This is an optimization exercise on Yosys and OpenROAD, whose aim is small area, a short achievable clock period and few clock cycles per item, not a production implementation.
Only simulation tests tie the RTL to the original design; equivalence was not proved.

==> trial 32 <==
==> flow/design.v (excerpt) <==
module byte_coded_alu_cpu_step (
  input  logic        clk,
  input  logic        rst_n,
  input  logic        in_valid,
  output logic        in_ready,
  input  logic [32:0] in_data,
  output logic        out_valid,
  input  logic        out_ready,
  output logic [44:0] out_data
);
export LEC_CHECK = 0
export CAP_MARGIN = 20
export CORE_MARGIN = 2
export CORE_UTILIZATION = 30
export PLACE_DENSITY = 0.5
export SETUP_SLACK_MARGIN = 1.5
export SLEW_MARGIN = 20
create_clock -name core_clock -period 7.0 [get_ports {clk}]
run.sh (not shown) runs the stock make flow with config.mk's settings and CLKGATE_MAP_FILE= SYNTH_SCRIPT=/design/flow/synth_recipe.tcl, a recipe that flattens the netlist after the stock synthesis.
==> inputs of trial 78, as changes to trial 32 <==
--- a/flow/design.v
+++ b/flow/design.v
@@ -106,14 +106,16 @@
   ustate_t     us;
   logic [31:0] P;
   logic        qm1_unused;
   logic [2:0]  bd0, bd1;       
   logic        m_last;
   logic [4:0]  cnt;
   logic        u_sx, u_sy, u_isdiv;
+  logic        u_y1;
+  logic        u_x01;          
   logic [5:0]  lz_d_r, lz_v_r;
   function automatic logic [33:0] ks_add(input logic [33:0] a, input logic [33:0] b,
                                          input logic cin);
     logic [33:0] p, g, gp, pp, ng, np;
     p  = a ^ b;
     g  = a & b;
     gp = g;
@@ -179,43 +181,28 @@
   logic [7:0] pc_short, pc_long, pc_next_seq;
   assign pc_short = pc_r + 8'd3;
   assign pc_long  = pc_r + 8'd4;
   assign pc_next_seq = q_len4 ? pc_long : pc_short;
   logic [33:0] ta, tb, tc, cs_s, cs_c, usum;
   logic        cin0, cin1;
   logic [33:0] pp0, pp1;
+  logic oh_mul, oh_align, oh_div, oh_fix;
+  ustate_t us_nxt;
   always_comb begin
     pp0 = {1'b0, (bd0[2] ? {1'b0, M[31:0]} : 33'd0) | (bd0[1] ? {M[31:0], 1'b0} : 33'd0)}
           ^ {34{bd0[0]}};
     pp1 = {1'b0, (bd1[2] ? {M[30:0], 2'd0} : 33'd0) | (bd1[1] ? {M[29:0], 3'd0} : 33'd0)}
           ^ {34{bd1[0]}};
-    ta = {2'b00, P};
-    tb = 34'd0;
-    tc = 34'd0;
-    cin0 = 1'b0;
-    cin1 = 1'b0;
-    case (us)
-      U_MUL: begin
-        tb = pp0; cin0 = bd0[0];
-        tc = pp1; cin1 = bd1[0];
-      end
-      U_ALIGN: begin             
-        cin1 = 1'b1;
-      end
-      U_DIV: begin               
-        tb   = {M[32], M} ^ {34{!u_sy}};
-        cin1 = !u_sy;
-      end
-      U_FIX: begin               
-        ta   = 34'd0;
-        tb   = ~{M[32], M};
-        cin1 = 1'b1;
-      end
-      default: ;
-    endcase
+    ta   = oh_fix ? 34'd0 : {2'b00, P};
+    tb   = (oh_mul ? pp0 : 34'd0) |
+           (oh_div ? ({M[32], M} ^ {34{!u_sy}}) : 34'd0) |
+           (oh_fix ? ~{M[32], M} : 34'd0);
+    tc   = oh_mul ? pp1 : 34'd0;
+    cin0 = oh_mul & bd0[0];
+    cin1 = (oh_mul & bd1[0]) | oh_align | (oh_div & !u_sy) | oh_fix;
     cs_s = ta ^ tb ^ tc;
     cs_c = {((ta[32:0] & tb[32:0]) | (ta[32:0] & tc[32:0]) | (tb[32:0] & tc[32:0])), cin0};
     usum = ks_add(cs_s, cs_c, cin1);
   end
   logic [5:0] lz_v;
   logic [6:0] sh_full;
   logic       sh_neg;
@@ -270,32 +257,45 @@
       end else begin
         c_we = 1'b1;
         c_pc = (q_sbn && alu[31]) ? q_c : pc_next_seq;
       end
     end else if (!sk_v) begin
       c_pc = pc_long;
       case (us)
-        U_MUL: if (m_last) begin
+        U_MUL: if (u_x01) begin
+          unit_done = 1'b1; c_wv = M[0] ? Q : 32'd0;
+        end else if (m_last) begin
           unit_done = 1'b1; c_wv = usum[31:0];
         end
-        U_ALIGN: if (sh_neg) begin
-          unit_done = 1'b1; c_wv = u_isdiv ? 32'd0 : (P ^ {32{u_sx}});
+        U_ALIGN: if (sh_neg || u_y1) begin
+          unit_done = 1'b1; c_wv = (u_isdiv == u_y1) ? (P ^ {32{u_sx}}) : 32'd0;
         end
         U_DIV: if (cnt == 5'd0 && !dneg) begin
           unit_done = 1'b1; c_wv = dval;
         end
         U_FIX: begin
           unit_done = 1'b1; c_wv = usum[31:0];
         end
         default: ;
       endcase
       c_en = unit_done;
       c_we = unit_done;
     end
   end
+  always_comb begin
+    us_nxt = us;
+    case (us)
+      U_IDLE:  if (start_mul) us_nxt = U_MUL; else if (start_div) us_nxt = U_ALIGN;
+      U_MUL:   if (unit_done) us_nxt = U_IDLE;
+      U_ALIGN: if (unit_done) us_nxt = U_IDLE; else if (!sh_neg) us_nxt = U_DIV;
+      U_DIV:   if (unit_done) us_nxt = U_IDLE; else if (cnt == 5'd0 && dneg) us_nxt = U_FIX;
+      U_FIX:   if (unit_done) us_nxt = U_IDLE;
+      default: us_nxt = U_IDLE;
+    endcase
+  end
   logic s2_leave;
   assign s2_leave = c_en;
   assign in_ready = !s2_v || s2_leave;
   logic take;
   assign take = in_valid && in_ready;
   logic [31:0] rd1, rd2;
   assign rd1 = vld[d_r1] ? rf[d_r1] : 32'd0;
@@ -330,14 +330,18 @@
       pc_r   <= 8'd0;
       eq_r   <= 1'b0;
       gt_r   <= 1'b0;
       halt_r <= 1'b0;
       ov_r   <= 1'b0;
       sk_v   <= 1'b0;
       us     <= U_IDLE;
+      oh_mul   <= 1'b0;
+      oh_align <= 1'b0;
+      oh_div   <= 1'b0;
+      oh_fix   <= 1'b0;
     end else begin
       if (take)          s2_v <= 1'b1;
       else if (s2_leave) s2_v <= 1'b0;
       for (int i = 0; i < 8; i++) begin
         if (c_clr) vld[i] <= 1'b0;
         else if (c_we && (c_wa == 3'(i))) vld[i] <= 1'b1;
       end
@@ -350,22 +354,19 @@
       if (sk_v) begin
         if (consumed) sk_v <= 1'b0;
       end else if (c_en && ov_r && !out_ready) begin
         sk_v <= 1'b1;
       end
       if (consumed) ov_r <= sk_v || c_en;
       else          ov_r <= ov_r || c_en;
-      case (us)
-        U_IDLE:  if (start_mul) us <= U_MUL; else if (start_div) us <= U_ALIGN;
-        U_MUL:   if (unit_done) us <= U_IDLE;
-        U_ALIGN: if (unit_done) us <= U_IDLE; else if (!sh_neg) us <= U_DIV;
-        U_DIV:   if (unit_done) us <= U_IDLE; else if (cnt == 5'd0 && dneg) us <= U_FIX;
-        U_FIX:   if (unit_done) us <= U_IDLE;
-        default: us <= U_IDLE;
-      endcase
+      us       <= us_nxt;
+      oh_mul   <= (us_nxt == U_MUL);
+      oh_align <= (us_nxt == U_ALIGN);
+      oh_div   <= (us_nxt == U_DIV);
+      oh_fix   <= (us_nxt == U_FIX);
     end
   end
   always_ff @(posedge clk) begin
     if (sk_v) begin
       if (consumed) od_r <= {pc_r, P, eq_r, gt_r, halt_r, sk_st};
     end else if (c_en) begin
       if (!ov_r || out_ready) od_r <= {c_pc, c_we ? c_wv : 32'd0, c_eq, c_gt, c_halt, c_st};
@@ -378,27 +379,28 @@
       Q <= d_use2 ? rd2 : {24'd0, d_imm};
     end else if (start_mul) begin
       M   <= {1'b0, xo};
       Q   <= yo;
       bd0 <= booth_dec({yo[1:0], 1'b0});
       bd1 <= booth_dec(yo[3:1]);
       m_last <= uniform29(yo[31:3]);
+      u_x01  <= (xo[31:1] == 31'd0);
     end else if (start_div) begin
       M       <= {yo[31], yo};
       Q       <= 32'd0;
     end else begin
       case (us)
-        U_MUL: if (!m_last) begin
+        U_MUL: if (!m_last && !u_x01) begin
           M   <= {1'b0, M[27:0], 4'd0};
           Q   <= {{4{Q[31]}}, Q[31:4]};
           bd0 <= booth_dec(Q[5:3]);
           bd1 <= booth_dec(Q[7:5]);
           m_last <= uniform29({{4{Q[31]}}, Q[31:7]});
         end
-        U_ALIGN: if (!sh_neg) begin
+        U_ALIGN: if (!sh_neg && !u_y1) begin
           M   <= M << sh;
         end
         U_DIV: if (!(cnt == 5'd0 && !dneg)) begin
           Q   <= q_next;
           M   <= {M[32], M[32:1]};
           if (cnt == 5'd0) M <= {1'b0, dval};
         end
@@ -411,21 +413,22 @@
       P <= c_we ? c_wv : 32'd0;           
     end else if (start_mul) begin
       P <= 32'd0;
     end else if (start_div) begin
       u_sx    <= xo[31];
       u_sy    <= yo[31];
       u_isdiv <= q_isdiv;
+      u_y1    <= (yo == 32'd1);
       P       <= xo ^ {32{xo[31]}};
       lz_d_r  <= clz32(xo ^ {32{xo[31]}});
       lz_v_r  <= clz32(yo ^ {32{yo[31]}});
     end else begin
       case (us)
-        U_MUL: if (!m_last) P <= usum[31:0];
-        U_ALIGN: if (!sh_neg) begin
+        U_MUL: if (!m_last && !u_x01) P <= usum[31:0];
+        U_ALIGN: if (!sh_neg && !u_y1) begin
           if (u_sx) P <= usum[31:0];
           cnt <= sh;
         end
         U_DIV: if (!(cnt == 5'd0 && !dneg)) begin
           P   <= r_next;
           cnt <= cnt - 5'd1;
         end
- SETUP_SLACK_MARGIN: 1.5 -> 2.5
==> inputs of trial 43, as changes to trial 32 <==
--- a/flow/design.v
+++ b/flow/design.v
@@ -106,14 +106,15 @@
   ustate_t     us;
   logic [31:0] P;
   logic        qm1_unused;
   logic [2:0]  bd0, bd1;       
   logic        m_last;
   logic [4:0]  cnt;
   logic        u_sx, u_sy, u_isdiv;
+  logic        u_y1;           
   logic [5:0]  lz_d_r, lz_v_r;
   function automatic logic [33:0] ks_add(input logic [33:0] a, input logic [33:0] b,
                                          input logic cin);
     logic [33:0] p, g, gp, pp, ng, np;
     p  = a ^ b;
     g  = a & b;
     gp = g;
@@ -179,43 +180,28 @@
   logic [7:0] pc_short, pc_long, pc_next_seq;
   assign pc_short = pc_r + 8'd3;
   assign pc_long  = pc_r + 8'd4;
   assign pc_next_seq = q_len4 ? pc_long : pc_short;
   logic [33:0] ta, tb, tc, cs_s, cs_c, usum;
   logic        cin0, cin1;
   logic [33:0] pp0, pp1;
+  logic oh_mul, oh_align, oh_div, oh_fix;
+  ustate_t us_nxt;
   always_comb begin
     pp0 = {1'b0, (bd0[2] ? {1'b0, M[31:0]} : 33'd0) | (bd0[1] ? {M[31:0], 1'b0} : 33'd0)}
           ^ {34{bd0[0]}};
     pp1 = {1'b0, (bd1[2] ? {M[30:0], 2'd0} : 33'd0) | (bd1[1] ? {M[29:0], 3'd0} : 33'd0)}
           ^ {34{bd1[0]}};
-    ta = {2'b00, P};
-    tb = 34'd0;
-    tc = 34'd0;
-    cin0 = 1'b0;
-    cin1 = 1'b0;
-    case (us)
-      U_MUL: begin
-        tb = pp0; cin0 = bd0[0];
-        tc = pp1; cin1 = bd1[0];
-      end
-      U_ALIGN: begin             
-        cin1 = 1'b1;
-      end
-      U_DIV: begin               
-        tb   = {M[32], M} ^ {34{!u_sy}};
-        cin1 = !u_sy;
-      end
-      U_FIX: begin               
-        ta   = 34'd0;
-        tb   = ~{M[32], M};
-        cin1 = 1'b1;
-      end
-      default: ;
-    endcase
+    ta   = oh_fix ? 34'd0 : {2'b00, P};
+    tb   = (oh_mul ? pp0 : 34'd0) |
+           (oh_div ? ({M[32], M} ^ {34{!u_sy}}) : 34'd0) |
+           (oh_fix ? ~{M[32], M} : 34'd0);
+    tc   = oh_mul ? pp1 : 34'd0;
+    cin0 = oh_mul & bd0[0];
+    cin1 = (oh_mul & bd1[0]) | oh_align | (oh_div & !u_sy) | oh_fix;
     cs_s = ta ^ tb ^ tc;
     cs_c = {((ta[32:0] & tb[32:0]) | (ta[32:0] & tc[32:0]) | (tb[32:0] & tc[32:0])), cin0};
     usum = ks_add(cs_s, cs_c, cin1);
   end
   logic [5:0] lz_v;
   logic [6:0] sh_full;
   logic       sh_neg;
@@ -273,29 +259,40 @@
       end
     end else if (!sk_v) begin
       c_pc = pc_long;
       case (us)
         U_MUL: if (m_last) begin
           unit_done = 1'b1; c_wv = usum[31:0];
         end
-        U_ALIGN: if (sh_neg) begin
-          unit_done = 1'b1; c_wv = u_isdiv ? 32'd0 : (P ^ {32{u_sx}});
+        U_ALIGN: if (sh_neg || u_y1) begin
+          unit_done = 1'b1; c_wv = (u_isdiv == u_y1) ? (P ^ {32{u_sx}}) : 32'd0;
         end
         U_DIV: if (cnt == 5'd0 && !dneg) begin
           unit_done = 1'b1; c_wv = dval;
         end
         U_FIX: begin
           unit_done = 1'b1; c_wv = usum[31:0];
         end
         default: ;
       endcase
       c_en = unit_done;
       c_we = unit_done;
     end
   end
+  always_comb begin
+    us_nxt = us;
+    case (us)
+      U_IDLE:  if (start_mul) us_nxt = U_MUL; else if (start_div) us_nxt = U_ALIGN;
+      U_MUL:   if (unit_done) us_nxt = U_IDLE;
+      U_ALIGN: if (unit_done) us_nxt = U_IDLE; else if (!sh_neg) us_nxt = U_DIV;
+      U_DIV:   if (unit_done) us_nxt = U_IDLE; else if (cnt == 5'd0 && dneg) us_nxt = U_FIX;
+      U_FIX:   if (unit_done) us_nxt = U_IDLE;
+      default: us_nxt = U_IDLE;
+    endcase
+  end
   logic s2_leave;
   assign s2_leave = c_en;
   assign in_ready = !s2_v || s2_leave;
   logic take;
   assign take = in_valid && in_ready;
   logic [31:0] rd1, rd2;
   assign rd1 = vld[d_r1] ? rf[d_r1] : 32'd0;
@@ -330,14 +327,18 @@
       pc_r   <= 8'd0;
       eq_r   <= 1'b0;
       gt_r   <= 1'b0;
       halt_r <= 1'b0;
       ov_r   <= 1'b0;
       sk_v   <= 1'b0;
       us     <= U_IDLE;
+      oh_mul   <= 1'b0;
+      oh_align <= 1'b0;
+      oh_div   <= 1'b0;
+      oh_fix   <= 1'b0;
     end else begin
       if (take)          s2_v <= 1'b1;
       else if (s2_leave) s2_v <= 1'b0;
       for (int i = 0; i < 8; i++) begin
         if (c_clr) vld[i] <= 1'b0;
         else if (c_we && (c_wa == 3'(i))) vld[i] <= 1'b1;
       end
@@ -350,22 +351,19 @@
       if (sk_v) begin
         if (consumed) sk_v <= 1'b0;
       end else if (c_en && ov_r && !out_ready) begin
         sk_v <= 1'b1;
       end
       if (consumed) ov_r <= sk_v || c_en;
       else          ov_r <= ov_r || c_en;
-      case (us)
-        U_IDLE:  if (start_mul) us <= U_MUL; else if (start_div) us <= U_ALIGN;
-        U_MUL:   if (unit_done) us <= U_IDLE;
-        U_ALIGN: if (unit_done) us <= U_IDLE; else if (!sh_neg) us <= U_DIV;
-        U_DIV:   if (unit_done) us <= U_IDLE; else if (cnt == 5'd0 && dneg) us <= U_FIX;
-        U_FIX:   if (unit_done) us <= U_IDLE;
-        default: us <= U_IDLE;
-      endcase
+      us       <= us_nxt;
+      oh_mul   <= (us_nxt == U_MUL);
+      oh_align <= (us_nxt == U_ALIGN);
+      oh_div   <= (us_nxt == U_DIV);
+      oh_fix   <= (us_nxt == U_FIX);
     end
   end
   always_ff @(posedge clk) begin
     if (sk_v) begin
       if (consumed) od_r <= {pc_r, P, eq_r, gt_r, halt_r, sk_st};
     end else if (c_en) begin
       if (!ov_r || out_ready) od_r <= {c_pc, c_we ? c_wv : 32'd0, c_eq, c_gt, c_halt, c_st};
@@ -390,15 +388,15 @@
         U_MUL: if (!m_last) begin
           M   <= {1'b0, M[27:0], 4'd0};
           Q   <= {{4{Q[31]}}, Q[31:4]};
           bd0 <= booth_dec(Q[5:3]);
           bd1 <= booth_dec(Q[7:5]);
           m_last <= uniform29({{4{Q[31]}}, Q[31:7]});
         end
-        U_ALIGN: if (!sh_neg) begin
+        U_ALIGN: if (!sh_neg && !u_y1) begin
           M   <= M << sh;
         end
         U_DIV: if (!(cnt == 5'd0 && !dneg)) begin
           Q   <= q_next;
           M   <= {M[32], M[32:1]};
           if (cnt == 5'd0) M <= {1'b0, dval};
         end
@@ -411,21 +409,22 @@
       P <= c_we ? c_wv : 32'd0;           
     end else if (start_mul) begin
       P <= 32'd0;
     end else if (start_div) begin
       u_sx    <= xo[31];
       u_sy    <= yo[31];
       u_isdiv <= q_isdiv;
+      u_y1    <= (yo == 32'd1);
       P       <= xo ^ {32{xo[31]}};
       lz_d_r  <= clz32(xo ^ {32{xo[31]}});
       lz_v_r  <= clz32(yo ^ {32{yo[31]}});
     end else begin
       case (us)
         U_MUL: if (!m_last) P <= usum[31:0];
-        U_ALIGN: if (!sh_neg) begin
+        U_ALIGN: if (!sh_neg && !u_y1) begin
           if (u_sx) P <= usum[31:0];
           cnt <= sh;
         end
         U_DIV: if (!(cnt == 5'd0 && !dneg)) begin
           P   <= r_next;
           cnt <= cnt - 5'd1;
         end
- CORE_UTILIZATION: 30 -> 50
- PLACE_DENSITY: 0.5 -> 0.65
- SETUP_SLACK_MARGIN: 1.5 -> 3.0
==> run summary <==
|  | trial 43 | trial 78 | trial 32 |
|---|---|---|---|
| Status | finished clean | finished clean | finished clean |
| WP data required | 7.37 ns | 7.37 ns | 7.39 ns |
| Post-Route Utilization | 0.676 | 0.391 | 0.351 |
| Clock buf/inv share | 0.0359 | 0.0384 | 0.0440 |
| Die span in y | 279 um | 365 um | 360 um |
| Share of the clock period used by the worst path | 0.741 | 0.742 | 0.778 |
| Placed Cells incl. Taps | 4774 | 5703 | 5449 |
| Routing usage on met3 | 0.236 | 0.103 | 0.0673 |
| Compound-gate portion of the synthesized area | 0.203 | 0.202 | 0.190 |
| Minimum setup slack in the final design | 1.81 ns | 1.80 ns | 1.55 ns |
| Worst setup path end | rf[5][23] | P[8] | M[27] |
| Largest net degree at the start of global routing | 65 | 66 | 66 |
| Number of design-rule violations left by the first detailed-router iteration | 7550 | 5699 | 4950 |
| Worst R2R Path Depth | 19 | 20 | 12 |
| Count of clock tree sinks | 481 | 482 | 476 |
| Number of nets in the layout | 4416 | 4450 | 4043 |
Testbench counts of trial 32, summed over its fixed seeds: cycles 51,230, items 24,000.
Testbench counts of trial 78, summed over its fixed seeds: cycles 46,836, items 24,000.
Testbench counts of trial 43, summed over its fixed seeds: cycles 47,875, items 24,000.

what the ideal ports hide:
The flow's constraints put no driver on any port. The routed layouts listed below were extracted and timed again, unchanged, in two steps. Step 1 assumes that a clkbuf_16 drives the clock port and a buf_2 every other input. Step 2 adds t to the input delays and takes it off the output delays; t is the mean of the earliest and latest rising clock arrival at the registers after step 1. Input paths then give back, and output paths get back, about the clock's delay inside the block. Three values: ideal ports, drivers, drivers and shift; two values: the first two.
run	t (ns)	slack for setup (ns)	worst hold slack (ns)	worst setup path at the end	worst register clock-pin slew, ns
trial 32	0.717	1.554 / 1.529 / 1.204	0.426 / 0.426 / 0.426	input to register	0.07 / 0.07
trial 78	0.699	1.804 / 1.804 / 1.738	0.491 / 0.491 / 0.491	input to register	0.08 / 0.08
trial 43	0.720	1.811 / 1.811 / 1.811	0.422 / 0.422 / 0.422	register to register	0.07 / 0.07
After both steps setup and hold are still met in every run listed. The setup slack of trial 32, which loses most, moves by -0.025 ns with the drivers and by -0.350 ns with both steps.
